From an optimization exercise on the open Yosys and OpenROAD flow, aimed at small area and a short achievable clock period; shortcuts taken in it are not production practice.
Function was checked by simulation only, so behaviour that the tests miss may differ from the original.
No activity file was given, so power comes from the tool's default toggle rates.

==> module dm_pipelined, before the edit <==
module dm_pipelined #(
  parameter int N   = 7,
  parameter int W   = 32,
  parameter int LAT = 2
) (
  input  logic               clka,
  input  logic               rst,
  input  logic               ena,
  input  logic [dm_pkg::lanes(W)-1:0] wea,
  input  logic [N-1:0]       addra,
  input  logic [W-1:0]       dina,
  output logic [W-1:0]       douta,
  output logic               done
);
  localparam int B     = dm_pkg::lanes(W);
  localparam int DEPTH = 2 ** N;
  if (LAT != 2) begin : g_bad_lat
    $error("dm_pipelined: this implementation supports LAT = 2 only");
  end
  if (W % 8 != 0 || W < 8) begin : g_bad_w
    $error("dm_pipelined: W must be a positive multiple of 8");
  end
  logic [W-1:0] r_mem [DEPTH];
  logic [DEPTH-1:0] w_wl;    
  logic [B-1:0]     w_we;    
  localparam int NP = dm_pkg::rd_np(DEPTH);
  logic [NP-1:0]    w_rd [W];   
  logic             r_ld;
  logic             r_done;
  logic [NP-1:0]    r_q1 [W];
  logic [W-1:0]     r_q2;
  dm_dec #(.N(N)) u_dec (
    .i_addr (addra),
    .o_wl   (w_wl)
  );
  assign w_we = (ena && !rst) ? wea : '0;
  always_ff @(posedge clka) begin
    for (int w = 0; w < DEPTH; w++) begin
      for (int i = 0; i < B; i++) begin
        if (w_wl[w] && w_we[i]) begin
          r_mem[w][8*i +: 8] <= dina[8*i +: 8];
        end
      end
    end
  end
  for (genvar b = 0; b < W; b++) begin : g_col
    logic [DEPTH-1:0] w_col;
    for (genvar w = 0; w < DEPTH; w++) begin : g_w
      assign w_col[w] = r_mem[w][b];
    end
    dm_rd_col #(.DEPTH(DEPTH)) u_col (
      .i_sel (w_wl),
      .i_dat (w_col),
      .o_pn  (w_rd[b])
    );
  end
  always_ff @(posedge clka or posedge rst) begin
    if (rst) begin
      r_ld   <= 1'b0;
      r_done <= 1'b0;
    end else begin
      r_ld   <= ena & ~(|wea);
      r_done <= r_ld;
    end
  end
  always_ff @(posedge clka) begin
    for (int b = 0; b < W; b++) begin
      r_q1[b] <= w_rd[b];
      r_q2[b] <= ~(&r_q1[b]);
    end
  end
  assign done  = r_done;
  assign douta = r_q2;
endmodule
==> module dm_rd_col, before the edit <==
module dm_rd_col #(
  parameter int DEPTH = 128
) (
  input  logic [DEPTH-1:0]                   i_sel,
  input  logic [DEPTH-1:0]                   i_dat,
  output logic [dm_pkg::rd_np(DEPTH)-1:0]     o_pn
);
  localparam int N1 = (DEPTH + 2) / 3;    
  localparam int N2 = (N1 + 3) / 4;       
  localparam int N3 = dm_pkg::rd_np(DEPTH);
  logic [N1-1:0] w_l1;
  logic [N2-1:0] w_l2;
  for (genvar k = 0; k < N1; k++) begin : g_l1
    localparam int LO = 3 * k;
    localparam int HI = (3 * k + 2 < DEPTH) ? 3 * k + 2 : DEPTH - 1;
    dm_aoi #(.K(HI - LO + 1)) u_g (.a(i_sel[HI:LO]), .b(i_dat[HI:LO]), .y(w_l1[k]));
  end
  for (genvar k = 0; k < N2; k++) begin : g_l2
    localparam int LO = 4 * k;
    localparam int HI = (4 * k + 3 < N1) ? 4 * k + 3 : N1 - 1;
    dm_nand #(.K(HI - LO + 1)) u_g (.a(w_l1[HI:LO]), .y(w_l2[k]));
  end
  for (genvar k = 0; k < N3; k++) begin : g_l3
    localparam int LO = 2 * k;
    localparam int HI = (2 * k + 1 < N2) ? 2 * k + 1 : N2 - 1;
    dm_nor #(.K(HI - LO + 1)) u_g (.a(w_l2[HI:LO]), .y(o_pn[k]));
  end
endmodule
==> flow/config.mk <==
export PLATFORM = sky130hd
export DESIGN_NAME = dm_pipelined
export DESIGN_NICKNAME = dm_pipelined
export VERILOG_FILES = /design/flow/design.v
export SDC_FILE = /design/flow/constraint.sdc
export NUM_CORES = 4
export LEC_CHECK = 0
export CAP_MARGIN = 20
export CORE_MARGIN = 2
export CORE_UTILIZATION = 50
export CTS_CLUSTER_DIAMETER = 100
export CTS_CLUSTER_SIZE = 25
export SETUP_SLACK_MARGIN = 1.9
export SLEW_MARGIN = 20
export SYNTH_HIERARCHICAL = 1
==> flow/constraint.sdc <==
create_clock -name core_clock -period 4.2 [get_ports {clka}]
set_input_delay 0.8400 -clock core_clock [delete_from_list [all_inputs] [get_ports {clka}]]
set_output_delay 0.8400 -clock core_clock [all_outputs]
set_load 0.01 [all_outputs]
run.sh (not shown) runs the stock make flow with config.mk's settings and CLKGATE_MAP_FILE= SYNTH_SCRIPT=/design/flow/synth_recipe.tcl, a recipe that flattens the netlist after the stock synthesis.
Edit:
--- a/flow/design.v
+++ b/flow/design.v
@@ -5,14 +5,11 @@
   endfunction
   function automatic logic par8(input logic [7:0] b);
     par8 = ^b;
   endfunction
   function automatic int rd_np(input int depth);
-    int n1, n2;
-    n1 = (depth + 2) / 3;
-    n2 = (n1 + 3) / 4;
-    rd_np = (n2 + 1) / 2;
+    rd_np = ((depth + 2) / 3 + 3) / 4;
   endfunction
 endpackage
 module dm_delay_line #(
   parameter int DEPTH = 1,
   parameter int PW    = 32
@@ -99,11 +96,11 @@
       assign w_col[w] = r_mem[w][b];
     end
     dm_rd_col #(.DEPTH(DEPTH)) u_col (
       .i_sel (w_wl),
       .i_dat (w_col),
-      .o_pn  (w_rd[b])
+      .o_p   (w_rd[b])
     );
   end
   always_ff @(posedge clka or posedge rst) begin
     if (rst) begin
       r_ld   <= 1'b0;
@@ -114,42 +111,35 @@
     end
   end
   always_ff @(posedge clka) begin
     for (int b = 0; b < W; b++) begin
       r_q1[b] <= w_rd[b];
-      r_q2[b] <= ~(&r_q1[b]);
+      r_q2[b] <= |r_q1[b];
     end
   end
   assign done  = r_done;
   assign douta = r_q2;
 endmodule
 module dm_rd_col #(
   parameter int DEPTH = 128
 ) (
-  input  logic [DEPTH-1:0]                   i_sel,
-  input  logic [DEPTH-1:0]                   i_dat,
-  output logic [dm_pkg::rd_np(DEPTH)-1:0]     o_pn
+  input  logic [DEPTH-1:0]                i_sel,
+  input  logic [DEPTH-1:0]                i_dat,
+  output logic [dm_pkg::rd_np(DEPTH)-1:0] o_p
 );
   localparam int N1 = (DEPTH + 2) / 3;    
-  localparam int N2 = (N1 + 3) / 4;       
-  localparam int N3 = dm_pkg::rd_np(DEPTH);
+  localparam int N2 = dm_pkg::rd_np(DEPTH);
   logic [N1-1:0] w_l1;
-  logic [N2-1:0] w_l2;
   for (genvar k = 0; k < N1; k++) begin : g_l1
     localparam int LO = 3 * k;
     localparam int HI = (3 * k + 2 < DEPTH) ? 3 * k + 2 : DEPTH - 1;
     dm_aoi #(.K(HI - LO + 1)) u_g (.a(i_sel[HI:LO]), .b(i_dat[HI:LO]), .y(w_l1[k]));
   end
   for (genvar k = 0; k < N2; k++) begin : g_l2
     localparam int LO = 4 * k;
     localparam int HI = (4 * k + 3 < N1) ? 4 * k + 3 : N1 - 1;
-    dm_nand #(.K(HI - LO + 1)) u_g (.a(w_l1[HI:LO]), .y(w_l2[k]));
-  end
-  for (genvar k = 0; k < N3; k++) begin : g_l3
-    localparam int LO = 2 * k;
-    localparam int HI = (2 * k + 1 < N2) ? 2 * k + 1 : N2 - 1;
-    dm_nor #(.K(HI - LO + 1)) u_g (.a(w_l2[HI:LO]), .y(o_pn[k]));
+    dm_nand #(.K(HI - LO + 1)) u_g (.a(w_l1[HI:LO]), .y(o_p[k]));
   end
 endmodule
 module dm_dec #(
   parameter int N = 7
 ) (
=> Clock skew is lower by 6.6 ps; final area is higher by 1.8%; power is higher by 2.9%; via count is higher by 0.63%; sequential power is higher by about 3%; worst setup slack gets better by 26 ps; final cell count is higher by 0.67%; hold slack gets worse by 15 ps; core utilization hardly moves; synthesized cell count is higher by 0.45%; routed wire length is higher by 1.6%.

The RTL this note starts from:
==> flow/design.v <==
package dm_pkg;
  localparam int LAT_MAX = 4;
  function automatic int lanes(input int w);
    lanes = w / 8;
  endfunction
  function automatic logic par8(input logic [7:0] b);
    par8 = ^b;
  endfunction
  function automatic int rd_np(input int depth);
    int n1, n2;
    n1 = (depth + 2) / 3;
    n2 = (n1 + 3) / 4;
    rd_np = (n2 + 1) / 2;
  endfunction
endpackage
module dm_delay_line #(
  parameter int DEPTH = 1,
  parameter int PW    = 32
) (
  input  logic          clk,
  input  logic          rst,
  input  logic          i_vld,
  input  logic [PW-1:0] i_dat,
  output logic          o_vld,
  output logic [PW-1:0] o_dat
);
  logic [DEPTH-1:0] r_vld;
  logic [PW-1:0]    r_dat [DEPTH];
  always_ff @(posedge clk or posedge rst) begin
    if (rst) begin
      r_vld <= '0;
      for (int i = 0; i < DEPTH; i++) begin
        r_dat[i] <= '0;
      end
    end else begin
      r_vld[0] <= i_vld;
      if (i_vld) begin
        r_dat[0] <= i_dat;
      end
      for (int i = 1; i < DEPTH; i++) begin
        r_vld[i] <= r_vld[i-1];
        if (r_vld[i-1]) begin
          r_dat[i] <= r_dat[i-1];
        end
      end
    end
  end
  assign o_vld = r_vld[DEPTH-1];
  assign o_dat = r_dat[DEPTH-1];
endmodule
module dm_pipelined #(
  parameter int N   = 7,
  parameter int W   = 32,
  parameter int LAT = 2
) (
  input  logic               clka,
  input  logic               rst,
  input  logic               ena,
  input  logic [dm_pkg::lanes(W)-1:0] wea,
  input  logic [N-1:0]       addra,
  input  logic [W-1:0]       dina,
  output logic [W-1:0]       douta,
  output logic               done
);
  localparam int B     = dm_pkg::lanes(W);
  localparam int DEPTH = 2 ** N;
  localparam int NP    = dm_pkg::rd_np(DEPTH);
  if (LAT != 2) begin : g_bad_lat
    $error("dm_pipelined: this implementation supports LAT = 2 only");
  end
  if (W % 8 != 0 || W < 8) begin : g_bad_w
    $error("dm_pipelined: W must be a positive multiple of 8");
  end
  logic [W-1:0] r_mem [DEPTH];
  localparam int NL = N / 2;
  localparam int NH = N - NL;
  logic [DEPTH-1:0] w_rwl;        
  logic [2**NL-1:0] w_pl;         
  logic [2**NH-1:0] w_ph;         
  logic [NP-1:0]    w_rd [W];     
  logic [N-1:0]     r_wa;
  logic [W-1:0]     r_wd;
  logic [B-1:0]     r_we;
  logic [B-1:0]     r_plwe_n [2**NL];
  logic [2**NH-1:0] r_ph_n;
  logic [B-1:0]     r_fwe;
  logic [W-1:0]     r_fwd;
  logic             r_ld;
  logic             r_done;
  logic [NP-1:0]    r_q1 [W];
  logic [W-1:0]     r_q2;
  dm_dec #(.N(N)) u_rdec (
    .i_addr (addra),
    .o_wl   (w_rwl)
  );
  dm_dec #(.N(NL)) u_pl (
    .i_addr (addra[NL-1:0]),
    .o_wl   (w_pl)
  );
  dm_dec #(.N(NH)) u_ph (
    .i_addr (addra[N-1:NL]),
    .o_wl   (w_ph)
  );
  always_ff @(posedge clka) begin
    for (int l = 0; l < 2**NL; l++) begin
      r_plwe_n[l] <= ~({B{w_pl[l]}} & ((ena && !rst) ? wea : '0));
    end
    r_ph_n <= ~w_ph;
    r_wa  <= addra;
    r_wd  <= dina;
    r_we  <= (ena && !rst) ? wea : '0;
    r_fwe <= (addra == r_wa) ? r_we : '0;
    r_fwd <= r_wd;
  end
  always_ff @(posedge clka) begin
    for (int w = 0; w < DEPTH; w++) begin
      for (int i = 0; i < B; i++) begin
        if (!(r_plwe_n[w % 2**NL][i] || r_ph_n[w / 2**NL])) begin
          r_mem[w][8*i +: 8] <= r_wd[8*i +: 8];
        end
      end
    end
  end
  for (genvar b = 0; b < W; b++) begin : g_col
    logic [DEPTH-1:0] w_col;
    for (genvar w = 0; w < DEPTH; w++) begin : g_w
      assign w_col[w] = r_mem[w][b];
    end
    dm_rd_col #(.DEPTH(DEPTH)) u_col (
      .i_sel (w_rwl),
      .i_dat (w_col),
      .o_pn  (w_rd[b])
    );
  end
  always_ff @(posedge clka or posedge rst) begin
    if (rst) begin
      r_ld   <= 1'b0;
      r_done <= 1'b0;
    end else begin
      r_ld   <= ena & ~(|wea);
      r_done <= r_ld;
    end
  end
  always_ff @(posedge clka) begin
    for (int b = 0; b < W; b++) begin
      r_q1[b] <= w_rd[b];
      r_q2[b] <= r_fwe[b/8] ? r_fwd[b] : ~(&r_q1[b]);
    end
  end
  assign done  = r_done;
  assign douta = r_q2;
endmodule
module dm_rd_col #(
  parameter int DEPTH = 128
) (
  input  logic [DEPTH-1:0]                   i_sel,
  input  logic [DEPTH-1:0]                   i_dat,
  output logic [dm_pkg::rd_np(DEPTH)-1:0]     o_pn
);
  localparam int N1 = (DEPTH + 2) / 3;    
  localparam int N2 = (N1 + 3) / 4;       
  localparam int N3 = dm_pkg::rd_np(DEPTH);
  logic [N1-1:0] w_l1;
  logic [N2-1:0] w_l2;
  for (genvar k = 0; k < N1; k++) begin : g_l1
    localparam int LO = 3 * k;
    localparam int HI = (3 * k + 2 < DEPTH) ? 3 * k + 2 : DEPTH - 1;
    dm_aoi #(.K(HI - LO + 1)) u_g (.a(i_sel[HI:LO]), .b(i_dat[HI:LO]), .y(w_l1[k]));
  end
  for (genvar k = 0; k < N2; k++) begin : g_l2
    localparam int LO = 4 * k;
    localparam int HI = (4 * k + 3 < N1) ? 4 * k + 3 : N1 - 1;
    dm_nand #(.K(HI - LO + 1)) u_g (.a(w_l1[HI:LO]), .y(w_l2[k]));
  end
  for (genvar k = 0; k < N3; k++) begin : g_l3
    localparam int LO = 2 * k;
    localparam int HI = (2 * k + 1 < N2) ? 2 * k + 1 : N2 - 1;
    dm_nor #(.K(HI - LO + 1)) u_g (.a(w_l2[HI:LO]), .y(o_pn[k]));
  end
endmodule
module dm_dec #(
  parameter int N = 7
) (
  input  logic [N-1:0]    i_addr,
  output logic [2**N-1:0] o_wl
);
  always_comb begin
    for (int w = 0; w < 2**N; w++) begin
      o_wl[w] = (i_addr == N'(w));
    end
  end
endmodule
module dm_aoi #(
  parameter int K = 3
) (
  input  logic [K-1:0] a,
  input  logic [K-1:0] b,
  output logic         y
);
  assign y = ~|(a & b);
endmodule
module dm_nand #(
  parameter int K = 4
) (
  input  logic [K-1:0] a,
  output logic         y
);
  assign y = ~&a;
endmodule
module dm_nor #(
  parameter int K = 4
) (
  input  logic [K-1:0] a,
  output logic         y
);
  assign y = ~|a;
endmodule
==> flow/config.mk <==
export PLATFORM = sky130hd
export DESIGN_NAME = dm_pipelined
export DESIGN_NICKNAME = dm_pipelined
export VERILOG_FILES = /design/flow/design.v
export SDC_FILE = /design/flow/constraint.sdc
export NUM_CORES = 4
export LEC_CHECK = 0
export CAP_MARGIN = 20
export CORE_MARGIN = 2
export CORE_UTILIZATION = 50
export CTS_CLUSTER_DIAMETER = 100
export CTS_CLUSTER_SIZE = 25
export SETUP_SLACK_MARGIN = 2.15
export SLEW_MARGIN = 20
export SYNTH_HIERARCHICAL = 1
==> flow/constraint.sdc <==
create_clock -name core_clock -period 4.2 [get_ports {clka}]
set_input_delay 0.8400 -clock core_clock [delete_from_list [all_inputs] [get_ports {clka}]]
set_output_delay 0.8400 -clock core_clock [all_outputs]
set_load 0.01 [all_outputs]
standard.sh (not shown) runs the stock make flow with config.mk's settings and CLKGATE_MAP_FILE= SYNTH_SCRIPT=/design/flow/synth_recipe.tcl, a recipe that flattens the netlist after the stock synthesis.
==> flow/flow/run.sh <==
#!/bin/bash
# The standard layout, with the reset, enable, byte-enable and done pins placed together
# on the bottom edge so that the done register sits next to its pin and its inputs.
set -e
export PRE_IO_PLACEMENT_TCL="$PWD/flow/io.tcl"
bash standard.sh > standard.log 2>&1
==> flow/flow/io.tcl <==
# Control pins and the done output share one stretch of the bottom edge.
set_io_pin_constraint -pin_names {rst ena wea[0] wea[1] wea[2] wea[3] done} -region bottom:250-310
Then changed:
--- a/flow/design.v
+++ b/flow/design.v
@@ -8,8 +8,5 @@
   endfunction
   function automatic int rd_np(input int depth);
-    int n1, n2;
-    n1 = (depth + 2) / 3;
-    n2 = (n1 + 3) / 4;
-    rd_np = (n2 + 1) / 2;
+    rd_np = ((depth + 2) / 3 + 3) / 4;
   endfunction
 endpackage
@@ -130,5 +127,5 @@
       .i_sel (w_rwl),
       .i_dat (w_col),
-      .o_pn  (w_rd[b])
+      .o_p   (w_rd[b])
     );
   end
@@ -145,5 +142,5 @@
     for (int b = 0; b < W; b++) begin
       r_q1[b] <= w_rd[b];
-      r_q2[b] <= r_fwe[b/8] ? r_fwd[b] : ~(&r_q1[b]);
+      r_q2[b] <= r_fwe[b/8] ? r_fwd[b] : |r_q1[b];
     end
   end
@@ -154,13 +151,11 @@
   parameter int DEPTH = 128
 ) (
-  input  logic [DEPTH-1:0]                   i_sel,
-  input  logic [DEPTH-1:0]                   i_dat,
-  output logic [dm_pkg::rd_np(DEPTH)-1:0]     o_pn
+  input  logic [DEPTH-1:0]                i_sel,
+  input  logic [DEPTH-1:0]                i_dat,
+  output logic [dm_pkg::rd_np(DEPTH)-1:0] o_p
 );
   localparam int N1 = (DEPTH + 2) / 3;    
-  localparam int N2 = (N1 + 3) / 4;       
-  localparam int N3 = dm_pkg::rd_np(DEPTH);
+  localparam int N2 = dm_pkg::rd_np(DEPTH);
   logic [N1-1:0] w_l1;
-  logic [N2-1:0] w_l2;
   for (genvar k = 0; k < N1; k++) begin : g_l1
     localparam int LO = 3 * k;
@@ -171,10 +166,5 @@
     localparam int LO = 4 * k;
     localparam int HI = (4 * k + 3 < N1) ? 4 * k + 3 : N1 - 1;
-    dm_nand #(.K(HI - LO + 1)) u_g (.a(w_l1[HI:LO]), .y(w_l2[k]));
-  end
-  for (genvar k = 0; k < N3; k++) begin : g_l3
-    localparam int LO = 2 * k;
-    localparam int HI = (2 * k + 1 < N2) ? 2 * k + 1 : N2 - 1;
-    dm_nor #(.K(HI - LO + 1)) u_g (.a(w_l2[HI:LO]), .y(o_pn[k]));
+    dm_nand #(.K(HI - LO + 1)) u_g (.a(w_l1[HI:LO]), .y(o_p[k]));
   end
 endmodule
Worst setup slack is better by 19 ps.
Area after synthesis grows by 1.8%.
Via count goes down by 2.6%.
Hold slack degrades by 32 ps.
Final cell count came out lower by 1.2%.
Global-route usage fell by 1.2 points.

==> separate check: timing with driven ports <==
The flow's constraints put no driver on any port. The routed layouts listed below were extracted and timed again, unchanged, in two steps.
Step 1 (the two cells are an assumption about what drives the block):
set clk [get_ports {clka}]
set_driving_cell -lib_cell sky130_fd_sc_hd__clkbuf_16 $clk
set_driving_cell -lib_cell sky130_fd_sc_hd__buf_2 [delete_from_list [all_inputs] $clk]
Step 2 times the ports against the registers' clock, not the clock port: input delays grow and output delays shrink by t, the midpoint of the rising clock arrivals with the driver on.
Three values: no drivers, after step 1, after step 2; two values: the first two.
| run | shift t [ns] | setup slack, ns | hold slack, ns |
|---|---|---|---|
| the first run of note 1 | 1.008 | 1.828 / 1.771 / 0.764 | 0.152 / 0.075 / 0.359 |
| the second run of note 1 | 1.017 | 1.854 / 1.752 / 0.842 | 0.137 / 0.061 / 0.366 |
| the first run of note 2 | 1.043 | 1.867 / 1.851 / 0.818 | 0.126 / 0.059 / 0.367 |
| the second run of note 2 | 1.041 | 1.886 / 1.786 / 1.045 | 0.094 / 0.015 / 0.363 |
After both steps every run listed still meets setup and hold. For the first run of note 1, which loses most, drivers alone change the setup slack by -0.057 ns; drivers and shift together by -1.064 ns.
